Background: an optimization exercise with open tools, aiming at small area and a short achievable clock period. Do not read the settings as production practice.
In this exercise RTL edits were held to simulation tests only and were not proved equivalent to the original.
No activity file was given, so power comes from the tool's default toggle rates.

Setup of the reference run:
==> module oled_framebuffer, before the edit <==
module oled_framebuffer #(
    parameter int GM = 48,  
    parameter int GN = 22   
) (
    input  logic     clk,
    input  logic     fb_we,    
    input  oled_pkg::fb_addr_t fb_addr,  
    input  oled_pkg::byte_t    fb_data,  
    input  oled_pkg::fb_addr_t rd_addr,  
    input  logic [GM-1:0]      rd_msel,  
    input  logic [GN-1:0]      rd_gsel,  
    output oled_pkg::byte_t    rd_data   
);
    localparam int NB = oled_pkg::FB_BYTES;
    logic [NB-1:0][7:0] mem;
    logic               wr_en;
    oled_pkg::fb_addr_t wr_addr;
    logic [31:0]        wr_lo_n;   
    logic [31:0]        wr_hi_n;   
    oled_pkg::byte_t    wr_data;
    always_ff @(posedge clk) begin
        wr_en   <= fb_we;
        wr_addr <= fb_addr;
        wr_lo_n <= fb_we ? ~(32'b1 << fb_addr[4:0]) : '1;
        wr_hi_n <= ~(32'b1 << fb_addr[9:5]);
        wr_data <= fb_data;
    end
    for (genvar i = 0; i < NB; i++) begin : g_row
        always_ff @(posedge clk) begin
            if (!(wr_lo_n[i % 32] || wr_hi_n[i / 32])) begin
                mem[i] <= wr_data;
            end
        end
    end
    localparam int NP = (GN + 1) / 2;
    logic [7:0][NP-1:0] rd_part;   
    logic               rd_hit;    
    oled_pkg::byte_t    rd_hit_data;
    for (genvar b = 0; b < 8; b++) begin : g_lane
        logic [GN-1:0] grp_n;
        for (genvar g = 0; g < GN; g++) begin : g_grp
            localparam int N = (NB - g*GM < GM) ? NB - g*GM : GM;
            logic [N-1:0] d;
            for (genvar m = 0; m < N; m++) begin : g_bit
                assign d[m] = mem[g*GM + m][b];
            end
            oled_fb_group #(.N(N)) u_grp (
                .d    (d),
                .msel (rd_msel[N-1:0]),
                .gsel (rd_gsel[g]),
                .y_n  (grp_n[g])
            );
        end
        logic [2*NP-1:0] grp_pad;  
        assign grp_pad = {{(2*NP - GN){1'b1}}, grp_n};
        always_ff @(posedge clk) begin
            for (int q = 0; q < NP; q++) begin
                rd_part[b][q] <= ~&grp_pad[2*q +: 2];
            end
        end
        assign rd_data[b] = rd_hit ? rd_hit_data[b] : |rd_part[b];
    end
    always_ff @(posedge clk) begin
        rd_hit      <= wr_en && wr_addr == rd_addr;
        rd_hit_data <= wr_data;
    end
endmodule
==> flow/config.mk <==
export PLATFORM = sky130hd
export DESIGN_NAME = ssd1309_driver
export DESIGN_NICKNAME = ssd1309_driver
export VERILOG_FILES = /design/flow/design.v
export SDC_FILE = /design/flow/constraint.sdc
export NUM_CORES = 8
export LEC_CHECK = 0
export CAP_MARGIN = 20
export CORE_MARGIN = 2
export CORE_UTILIZATION = 60
export SLEW_MARGIN = 20
export SYNTH_HIERARCHICAL = 1
export SYNTH_MEMORY_MAX_BITS = 16384
==> flow/constraint.sdc <==
create_clock -name core_clock -period 11.0 [get_ports {clk}]
set_input_delay 2.2000 -clock core_clock [delete_from_list [all_inputs] [get_ports {clk}]]
set_output_delay 2.2000 -clock core_clock [all_outputs]
set_load 0.01 [all_outputs]
standard.sh (not shown) runs the stock make flow with config.mk's settings and CLKGATE_MAP_FILE= SYNTH_SCRIPT=/design/flow/synth_recipe.tcl, a recipe that flattens the netlist after the stock synthesis.
==> flow/flow/run.sh <==
#!/bin/bash
# Standard synthesis and layout, with sized port buffers, the output
# flip-flops and buffers pulled next to their pins after placement, a
# sparser clock tree without dummy loads, timing repair aimed below the
# clock period, more antenna repair rounds and a fanout cap of 64 for
# repair_design (flow/max_fanout.tcl). Each step's full log is in
# orfs/logs; make's own output is in synth.log, place.log and layout.log,
# the placement tweak's in pull_out_flops.log.
set -euo pipefail
KNOBS=(
    "BUFFER_PORTS_ARGS=-buffer_cell sky130_fd_sc_hd__buf_2"
    "CTS_ARGS=-sink_clustering_enable -repair_clock_nets -sink_clustering_size 28 -sink_clustering_max_diameter 100 -dont_use_dummy_load"
    SETUP_SLACK_MARGIN=7.45
    MAX_REPAIR_ANTENNAS_ITER_DRT=12
    MAX_REPAIR_ANTENNAS_ITER_GRT=12
    "PRE_RESIZE_TCL=$PWD/flow/max_fanout.tcl"
)
bash standard.sh synth > synth.log 2>&1
bash standard.sh "${KNOBS[@]}" place > place.log 2>&1
RES=orfs/results/$FLOW_PLATFORM/ssd1309_driver/base
ODB_IN=$RES/3_place.odb ODB_OUT=$RES/3_place_pulled.odb \
    openroad -no_init -exit flow/pull_out_flops.tcl > pull_out_flops.log 2>&1
mv $RES/3_place_pulled.odb $RES/3_place.odb
bash standard.sh "${KNOBS[@]}" finish > layout.log 2>&1
Other scripts of this flow, unchanged in this note and not shown: flow/flow/max_fanout.tcl, flow/flow/pull_out_flops.tcl
The reference run completed end to end with timing, DRC and antenna clean.
For the trial run, these inputs were changed with respect to the reference run:
diff --git a/flow/design.v b/flow/design.v
--- a/flow/design.v
+++ b/flow/design.v
@@ -80,6 +80,5 @@
         end
     end
-    localparam int NP = (GN + 1) / 2;
-    logic [7:0][NP-1:0] rd_part;   
+    logic [7:0][GN-1:0] rd_grp_n;  
     logic               rd_hit;    
     oled_pkg::byte_t    rd_hit_data;
@@ -99,12 +98,8 @@
             );
         end
-        logic [2*NP-1:0] grp_pad;  
-        assign grp_pad = {{(2*NP - GN){1'b1}}, grp_n};
         always_ff @(posedge clk) begin
-            for (int q = 0; q < NP; q++) begin
-                rd_part[b][q] <= ~&grp_pad[2*q +: 2];
-            end
+            rd_grp_n[b] <= grp_n;
         end
-        assign rd_data[b] = rd_hit ? rd_hit_data[b] : |rd_part[b];
+        assign rd_data[b] = rd_hit ? rd_hit_data[b] : ~&rd_grp_n[b];
     end
     always_ff @(posedge clk) begin
[summary]
Both conditions hold for the trial run: the flow ran to the end and the final layout passed the timing, DRC and antenna checks. Setup slack in the trial run is smaller than in the reference run. Compared the reference run against the trial run; clock distribution area overhead in the final layout within noise. After detailed routing, the reference run needs less wire than the trial run. As far as number of buffers added on ports goes, the reference run and the trial run are indistinguishable; the numbers are identical. For the combinational power, the trial run came in about 2% higher than the reference run did. On first-iteration detailed-routing DRC count: the trial run sits above the reference run. Via count of the first global-routing pass, the reference run and the trial run, higher one = the trial run. The trial run: number of optimization iterations in the first detailed-route pass is 7 lower than what the reference run reported. Delta (the trial run minus the reference run): number of buffers inserted during clock tree synthesis increased about 0.9%, actual slew at the worst max-slew pin decreased 0.015 ns. Comparing the reference run against the trial run, there is no change at all in number of ordinary inverters in the final layout.

what the ideal ports hide:
Ports are ideal in the flow. The routed layouts listed here were re-timed in OpenROAD. Step 1: set_driving_cell puts a clkbuf_16 on clk and a buf_2 on each other input, an assumption about the parent block. Step 2 also shifts input and output timing later by t, the mid clock arrival at the registers, as if the neighbouring blocks saw the same clock. Slacks: ideal / step 1 / step 2; pairs: ideal / step 1.
run	t (ns)	setup slack, ns	worst setup path after step 2	worst register clock-pin slew, ns	cell pins on the clock port's net
the reference run	1.129	7.335 / 7.219 / 6.520	input to register	0.11 / 0.11	1
the trial run	1.130	7.321 / 7.201 / 6.435	input to register	0.11 / 0.11	1
After both steps every run listed still meets setup and hold. The setup slack of the trial run, which loses most, moves by -0.120 ns with the drivers and by -0.886 ns with both steps.
